This is an optimization exercise on Yosys and OpenROAD, whose aim is small area and a short achievable clock period, not a production implementation. In this exercise RTL edits were held to simulation tests only and were not proved equivalent to the original.

run A:
Design note_lane_scroller, start of the top module:
module note_lane_scroller #(
  parameter  int LANES   = note_pkg::DEF_LANES,
  parameter  int SLOTS   = 40,
  parameter  int POS_W   = note_pkg::DEF_POS_W,
  parameter  int SPEED_W = 4,
  parameter  int SPAWN_Y = note_pkg::DEF_SPAWN_Y,
  parameter  int HIT_Y   = note_pkg::DEF_HIT_Y,
  parameter  int HIT_WIN = note_pkg::DEF_HIT_WIN,
  localparam int IDX_W   = $clog2(SLOTS),
  localparam int LANE_W  = $clog2(LANES),
  localparam int CNT_W   = $clog2(SLOTS + 1)
) (
  input  logic               clock,
  input  logic               reset_n,
  input  logic               tick,
  input  logic [SPEED_W-1:0] speed,
  input  logic               chart_valid,
  input  logic [LANES-1:0]   chart_lanes,
  output logic               chart_ready,
  input  logic [LANES-1:0]   strum,
  output logic [LANES-1:0]   hit,
  output logic [LANES-1:0]   miss,
  output logic [LANES-1:0]   bad_strum,
  input  logic [IDX_W-1:0]   rd_idx,
  output logic               rd_valid,
  output logic [LANE_W-1:0]  rd_lane,
  output logic [POS_W-1:0]   rd_pos,
  output logic [CNT_W-1:0]   active_count,
  output logic               overflow
);
For scale: about 540 flip-flops, about 0.045 mm2 of cells after synthesis.
export LEC_CHECK = 0
export CAP_MARGIN = 25
export CORE_MARGIN = 2
export CORE_UTILIZATION = 50
export GPL_TIMING_DRIVEN = 0
export PLACE_DENSITY = 0.7
export SLEW_MARGIN = 25
create_clock -name core_clock -period 95.0 [get_ports {clock}]
standard.sh (not shown) runs the stock make flow with config.mk's settings and CLKGATE_MAP_FILE= SYNTH_SCRIPT=/design/flow/synth_recipe.tcl, a recipe that flattens the netlist after the stock synthesis.
==> flow/flow/run.sh <==
#!/bin/bash
# Layout flow: the standard ORFS flow (standard.sh) with these changes:
#  - synthesis (flow/synth.tcl) is the standard flow's synth_recipe.tcl with the logic mapped for area: ABC runs
#    flow/abc_area.script instead of ORFS's script, and Yosys's full/half-adder extraction is
#    skipped. Registers are mapped exactly as in the standard synthesis;
#  - ports are buffered with sky130_fd_sc_hd__buf_2;
#  - the resizer's setup repair works toward a setup margin (flow/margin.txt), so that it
#    shortens the paths that set the achieved clock period. The clock and constraints are the standard flow's;
#  - clock tree synthesis uses the arguments in flow/cts_args.txt.
# Each step's full output goes to a log file in this folder (flow_synth.log, flow_layout.log).
set -euo pipefail
HERE=$(pwd)
FLOWDIR=$HERE/flow
MARGIN=$(cat $FLOWDIR/margin.txt)
CTSARGS=$(cat $FLOWDIR/cts_args.txt)
sed -e "s|SYNTH_SCRIPT=[^ ]*|SYNTH_SCRIPT=$FLOWDIR/synth.tcl|" standard.sh > own_synth.sh
sed -e "s|\"\${@:-finish}\"|SETUP_SLACK_MARGIN=$MARGIN BUFFER_PORTS_ARGS=\"-buffer_cell sky130_fd_sc_hd__buf_2\" CTS_ARGS=\"$CTSARGS\" \"\${@:-finish}\"|" standard.sh > own_layout.sh
export CUSTOM_ABC_SCRIPT=$FLOWDIR/abc_area.script
bash own_synth.sh synth > flow_synth.log 2>&1
bash own_layout.sh > flow_layout.log 2>&1
==> flow/flow/abc_area.script <==
&get -n; &st; &dch -f; &nf -a -R 1000; &put
==> flow/flow/cts_args.txt <==
-sink_clustering_enable -repair_clock_nets -dont_use_dummy_load -buf_list sky130_fd_sc_hd__clkbuf_8 -sink_clustering_size 12 -sink_clustering_max_diameter 100
==> flow/flow/margin.txt <==
72
==> flow/flow/synth.tcl <==
proc synth {args} { yosys synth -nofsm -noshare {*}$args }
# Map combinational logic for area: use our own ABC script in place of the one ORFS picks.
proc abc {args} {
  set i [lsearch -exact $args -script]
  if { $i >= 0 } { lset args [expr {$i + 1}] $::env(CUSTOM_ABC_SCRIPT) }
  yosys abc {*}$args
}
# Leave adders to ABC instead of Yosys's full/half-adder cell extraction.
proc extract_fa {args} { }
source $::env(SCRIPTS_DIR)/synth.tcl
# left out here: clear keep_hierarchy, flatten, clean up, hide names made inside functions, write 1_2_yosys.v
The flow did not stop early for run A: all stages ran, and the layout cleared the timing, design-rule and antenna checks.
Changes in run B relative to run A:
-- flow/design.v --
<<< run A, line 60
  assign y = {t36, t35, t33, t29, t23};
endmodule
module note_popcount10 (
  input  logic [9:0] x,
  output logic [3:0] y
);
  logic t1, t2, t3, t4, t5, t6, t7, t8, t9, t10, t11, t12, t13, t14, t15, t16;
  assign t1 = x[0] ^ x[1] ^ x[2];
  assign t2 = (x[0] & x[1]) | (x[0] & x[2]) | (x[1] & x[2]);
  assign t3 = x[3] ^ x[4] ^ x[5];
  assign t4 = (x[3] & x[4]) | (x[3] & x[5]) | (x[4] & x[5]);
  assign t5 = x[6] ^ x[7] ^ x[8];
  assign t6 = (x[6] & x[7]) | (x[6] & x[8]) | (x[7] & x[8]);
  assign t7 = t1 ^ t3 ^ t5;
  assign t8 = (t1 & t3) | (t1 & t5) | (t3 & t5);
  assign t9 = t2 ^ t4 ^ t6;
  assign t10 = (t2 & t4) | (t2 & t6) | (t4 & t6);
  assign t11 = t7 ^ x[9];
  assign t12 = t7 & x[9];
  assign t13 = t8 ^ t9 ^ t12;
  assign t14 = (t8 & t9) | (t8 & t12) | (t9 & t12);
  assign t15 = t10 ^ t14;
  assign t16 = t10 & t14;
  assign y = {t16, t15, t13, t11};
endmodule
module note_lane_scroller #(
  parameter  int LANES   = note_pkg::DEF_LANES,
>>> run B, line 60
  assign y = {t36, t35, t33, t29, t23};
endmodule
module note_lane_scroller #(
  parameter  int LANES   = note_pkg::DEF_LANES,
<<< run A, line 118
  localparam int NQ = 4;                        
  localparam int QS = SLOTS / NQ;
  localparam int CG = 4;                        
  localparam int GS = SLOTS / CG;
  localparam int GW = $clog2(GS + 1);
>>> run B, line 95
  localparam int NQ = 4;                        
  localparam int QS = SLOTS / NQ;
  localparam int CG = 2;                        
  localparam int GS = SLOTS / CG;
  localparam int GW = $clog2(GS + 1);
<<< run A, line 128
  logic [LANES-1:0]    pend_q;
  logic [LANES-1:0]    hit_q, bad_q;
  logic [3:0][LANES-1:0] miss_q;               
  logic [CNT_W-1:0]    base_q;
  logic [CG-1:0][GW-1:0] gone_q;
>>> run B, line 105
  logic [LANES-1:0]    pend_q;
  logic [LANES-1:0]    hit_q, bad_q;
  logic [1:0][LANES-1:0] miss_q;               
  logic [CNT_W-1:0]    base_q;
  logic [CG-1:0][GW-1:0] gone_q;
<<< run A, line 222
  end
  logic [LANES-1:0]       over_any, hit_keep;
  logic [3:0][LANES-1:0]  over_other, miss_d;
  logic [4:0]             hit_ge;               
  logic [CG-1:0][GW-1:0]  gone_d;
>>> run B, line 199
  end
  logic [LANES-1:0]       over_any, hit_keep;
  logic [1:0][LANES-1:0]  over_other, miss_d;
  logic [4:0]             hit_ge;               
  logic [CG-1:0][GW-1:0]  gone_d;
<<< run A, line 229
    for (int l = 0; l < LANES; l++) begin
      over_any[l]   = found[l] & (lmax[l][5:4] == 2'b11) & ((5'(lmax[l][3:0]) + 5'(step)) >= 5'd16);
      for (int h = 0; h < 4; h++) begin
        over_other[h][l] = |(over[h*(SLOTS/4) +: SLOTS/4] & lane_oh[l][h*(SLOTS/4) +: SLOTS/4] &
                             ~win[h*(SLOTS/4) +: SLOTS/4]);
      end
      miss_d[0][l] = strum[l] ? over_other[0][l] : over_any[l];
      for (int h = 1; h < 4; h++) miss_d[h][l] = strum[l] & over_other[h][l];
    end
    hit_keep  = strum & found & ~over_any;
>>> run B, line 206
    for (int l = 0; l < LANES; l++) begin
      over_any[l]   = found[l] & (lmax[l][5:4] == 2'b11) & ((5'(lmax[l][3:0]) + 5'(step)) >= 5'd16);
      for (int h = 0; h < 2; h++) begin
        over_other[h][l] = |(over[h*(SLOTS/2) +: SLOTS/2] & lane_oh[l][h*(SLOTS/2) +: SLOTS/2] &
                             ~win[h*(SLOTS/2) +: SLOTS/2]);
      end
      miss_d[0][l] = strum[l] ? over_other[0][l] : over_any[l];
      miss_d[1][l] = strum[l] & over_other[1][l];
    end
    hit_keep  = strum & found & ~over_any;
<<< run A, line 245
  end
  for (genvar g = 0; g < CG; g++) begin : g_gone
    note_popcount10 u_pc (
      .x (over[g*GS +: GS]),
      .y (gone_d[g])
>>> run B, line 222
  end
  for (genvar g = 0; g < CG; g++) begin : g_gone
    note_popcount20 u_pc (
      .x (over[g*GS +: GS]),
      .y (gone_d[g])
<<< run A, line 314
  assign chart_ready  = ready_q;
  assign hit          = hit_q;
  assign miss         = miss_q[0] | miss_q[1] | miss_q[2] | miss_q[3];
  assign bad_strum    = bad_q;
  assign rd_valid     = rdv_q;
>>> run B, line 291
  assign chart_ready  = ready_q;
  assign hit          = hit_q;
  assign miss         = miss_q[0] | miss_q[1];
  assign bad_strum    = bad_q;
  assign rd_valid     = rdv_q;
- Row maximum operating frequency: run B lower / run A higher
- Run B ended up with strum[0] as its start point of the critical path; run A ended up with speed[1].
- For the worst setup slack, run B came in 0.12 ns lower than run A did.
- Re signed area change from the synthesized netlist to the final layout: run A was lower than run B.
- Of the two values seen for timing endpoint of the critical path, base_q[5]$_DFF_PN0_ was produced by run B and gone_q[10]$_DFF_PN0_ by run A.
- Relative to run A, the floorplan die width measured on run B has decreased slightly.
- More vias were needed by run B than by run A.
- The higher number of ordinary and repair buffers in the finished layout came out of run B.
- The global-route met2 utilization in run B sits 0.51 points below the value recorded for run A.
- Changes observed in run B relative to run A: detailed route wirelength on metal2 lost 1.3%; via count of the first global-routing pass picked up an extra about 0.5%; detailed-routed wire length on met3 picked up an extra about 28%; cell area after technology mapping lost 1.1%; proportion of cell area spent on the clock network neither gained nor lost much.
- Multi-input combinational gate total: run A vs run B — no meaningful difference

afterwards: timing with drivers on the ports:
No port has a modelled driver above. Below, the same layouts with a new extraction and two added sets of constraints.
Step 1 sets driving cells, clkbuf_16 on the clock port and buf_2 on the other inputs (assumed; they add their load-dependent delay and slew).
Step 2 adds t to the input delays and takes it off the output delays; t is the mean of the earliest and latest rising clock arrival at the registers after step 1. Input paths then give back, and output paths get back, about the clock's delay inside the block.
Three values: ideal, step 1, step 2; two values: the first two.
| run | t (ns) | setup slack, ns | worst setup path at the end | pins driven straight from the clock port |
|---|---|---|---|---|
| run A | 0.827 | 72.155 / 72.146 / 71.377 | input to register | 1 |
| run B | 0.836 | 72.032 / 72.079 / 71.244 | input to register | 1 |
After both steps setup and hold are still met in every run listed. The setup slack of run B, which loses most, moves by +0.047 ns with the drivers and by -0.788 ns with both steps.
